What follows belongs to an exercise in optimizing a design on an open flow for small area and a short achievable clock period; a production flow would make more cautious choices.
In this exercise RTL edits were held to simulation tests only and were not proved equivalent to the original.

== job 104 ==
==> flow/design.v (excerpt) <==
module discrete_555_top (
    input  wire         clk,
    input  wire         arst_n,
    input  wire         reg_wr,
    input  wire  [1:0]  reg_addr,
    input  wire  [15:0] reg_wdata,
    output logic [15:0] reg_rdata,
    output logic        audio_clk_en,
    output logic [15:0] vco_out,
    output logic [15:0] filt_out
);
Size in the first run: ~2800 cells after synthesis.
export LEC_CHECK = 0
export ABC_AREA = 1
export CAP_MARGIN = 20
export CORE_MARGIN = 2
export CORE_UTILIZATION = 40
export CTS_BUF_LIST = sky130_fd_sc_hd__clkbuf_8
export SLEW_MARGIN = 20
create_clock -name core_clock -period 48.0 [get_ports {clk}]
standard.sh (not shown) runs the stock make flow with config.mk's settings and CLKGATE_MAP_FILE= SYNTH_SCRIPT=/design/flow/synth_recipe.tcl, a recipe that flattens the netlist after the stock synthesis.
==> flow/flow/run.sh <==
#!/bin/bash
# Layout flow: the standard synthesis, then the combinational logic of
# that netlist re-mapped by ABC for area (registers, their names and cell
# types kept as they are), then the standard layout from floorplan on.
# Each tool's output goes to its own log file in the work folder.
set -euo pipefail
WORK=$(pwd)
LIB=$FLOW_HOME/platforms/sky130hd/lib/sky130_fd_sc_hd__tt_025C_1v80.lib
R=$WORK/orfs/results/sky130hd/discrete_555_top/base

bash standard.sh synth > synth.log 2>&1

cp $R/1_2_yosys.v $WORK/standard_synth.v
python3 flow/mkmodels.py $LIB 'sky130_fd_sc_hd__(fa|ha)_[0-9]+' > $WORK/cell_models.v 2> mkmodels.log

cat > $WORK/reopt.ys <<EOT
read_liberty -lib $LIB
read_verilog $WORK/standard_synth.v
hierarchy -top $FLOW_TOP
tee -o $WORK/reopt_before.txt stat -liberty $LIB
techmap -map $WORK/cell_models.v
techmap
opt -purge
abc -liberty $LIB -dont_use sky130_fd_sc_hd__lpflow* -dont_use sky130_fd_sc_hd__probe* -script "+strash;ifraig;dc2;strash;dch,-f;map,-a;topo;"
opt_clean -purge
splitnets
opt_clean -purge
hilomap -singleton -hicell sky130_fd_sc_hd__conb_1 HI -locell sky130_fd_sc_hd__conb_1 LO
insbuf -buf sky130_fd_sc_hd__buf_4 A X
opt_clean -purge
tee -o $WORK/reopt_after.txt stat -liberty $LIB
write_verilog -noattr -nohex -nodec $WORK/reopt.v
EOT
yosys -s $WORK/reopt.ys > reopt.log 2>&1

cp $WORK/reopt.v $R/1_2_yosys.v
touch $R/1_2_yosys.v
bash standard.sh "BUFFER_PORTS_ARGS=-buffer_cell sky130_fd_sc_hd__buf_2" finish > layout.log 2>&1
Other scripts of this flow, unchanged in this note and not shown: flow/flow/mkmodels.py
Both conditions hold for job 104: the flow ran to the end and the final layout passed the timing, design-rule and antenna checks.
The following lists how job 103 was set up differently from job 104:
Settings: an added CTS_CLUSTER_DIAMETER of 50; an added CTS_CLUSTER_SIZE of 16.
==> flow/flow/run.sh <==
#!/bin/bash
# Layout flow: the standard synthesis, then the combinational logic of
# that netlist re-mapped by ABC (registers, their names and cell types kept
# as they are): the read-back path from reg_addr to reg_rdata for delay, the
# rest for area; then the standard layout from floorplan on.
# Each tool's output goes to its own log file in the work folder.
set -euo pipefail
WORK=$(pwd)
LIB=$FLOW_HOME/platforms/sky130hd/lib/sky130_fd_sc_hd__tt_025C_1v80.lib
R=$WORK/orfs/results/sky130hd/discrete_555_top/base

bash standard.sh synth > synth.log 2>&1

cp $R/1_2_yosys.v $WORK/standard_synth.v
python3 flow/mkmodels.py $LIB 'sky130_fd_sc_hd__(fa|ha)_[0-9]+' > $WORK/cell_models.v 2> mkmodels.log

# the register cell types, where the read-back cone stops
FF_STOP=$(grep -oE '^ *sky130_fd_sc_hd__(df|edf|sdf|dl)[a-z0-9_]+' $WORK/standard_synth.v | sort -u | sed 's/^ */:-/' | tr -d '\n')

cat > $WORK/reopt.ys <<EOT
read_liberty -lib $LIB
read_verilog $WORK/standard_synth.v
hierarchy -top $FLOW_TOP
tee -o $WORK/reopt_before.txt stat -liberty $LIB
techmap -map $WORK/cell_models.v
techmap
opt -purge
select -set io_cone w:reg_addr %co*$FF_STOP w:reg_rdata %ci*$FF_STOP %i c:* %i
abc -liberty $LIB -dont_use sky130_fd_sc_hd__lpflow* -dont_use sky130_fd_sc_hd__probe* -D 200 -script "+strash;dch,-f;map,-D,200;topo;stime,-c;buffer,-c;upsize,-c;dnsize,-c;" @io_cone
abc -liberty $LIB -dont_use sky130_fd_sc_hd__lpflow* -dont_use sky130_fd_sc_hd__probe* -script "+strash;ifraig;dc2;dc2;strash;dch,-f;map,-a;topo;"
opt_clean -purge
splitnets
opt_clean -purge
# internal wire names hidden, so that a register driving an output port
# drives the port's net with no assign; one tie cell per constant bit
rename -hide w:* i:* o:* %u %d
hilomap -hicell sky130_fd_sc_hd__conb_1 HI -locell sky130_fd_sc_hd__conb_1 LO
opt_clean -purge
tee -o $WORK/reopt_after.txt stat -liberty $LIB
write_verilog -noattr -nohex -nodec $WORK/reopt.v
EOT
yosys -s $WORK/reopt.ys > reopt.log 2>&1

cp $WORK/reopt.v $R/1_2_yosys.v
touch $R/1_2_yosys.v
bash standard.sh "BUFFER_PORTS_ARGS=-buffer_cell sky130_fd_sc_hd__buf_1" finish > layout.log 2>&1
Results
- In summary, job 103 completed successfully, with a layout that passed the timing, design-rule and antenna checks.
- Proportion of cell area occupied by registers essentially unchanged between job 103 and job 104.
- Job 103 -> job 104: wire length of the first global-routing pass flat
- The higher routed wire length of job 104 and job 103 is in job 104.
- On critical path depth, the higher figure sits with job 104, not job 103.
- In the metrics for job 104 and job 103, the one carrying the higher multi-input logic cell count is job 103.
- For job 103, the start point of the critical path was reg_addr[1], unlike job 104, where it was reg_addr[0].

re-timing with driven ports:
The results above use ideal ports. As a check the final layouts listed here were re-extracted and re-timed, cells and wires unchanged.
Step 1 sets driving cells, clkbuf_16 on the clock port and buf_2 on the other inputs (assumed; they add their load-dependent delay and slew).
Step 2 adds t to the input delays and takes it off the output delays; t is the mean of the earliest and latest rising clock arrival at the registers after step 1. Input paths then give back, and output paths get back, about the clock's delay inside the block.
Slacks: ideal ports / drivers / drivers and shift; pairs: ideal ports / drivers.
| run | shift t [ns] | setup WS [ns] | hold WS [ns] | slew at the worst register clock pin (ns) | worst slew at a driven data input, ns |
|---|---|---|---|---|---|
| job 104 | 0.615 | 27.445 / 27.421 / 27.421 | 0.318 / 0.318 / 0.318 | 0.07 / 0.07 | 0.04 |
| job 103 | 0.677 | 27.381 / 27.354 / 27.354 | 0.283 / 0.283 / 0.283 | 0.10 / 0.10 | 0.03 |
After both steps every run listed still meets setup and hold. For job 103, which loses most, drivers alone change the setup slack by -0.027 ns; drivers and shift together by -0.027 ns.
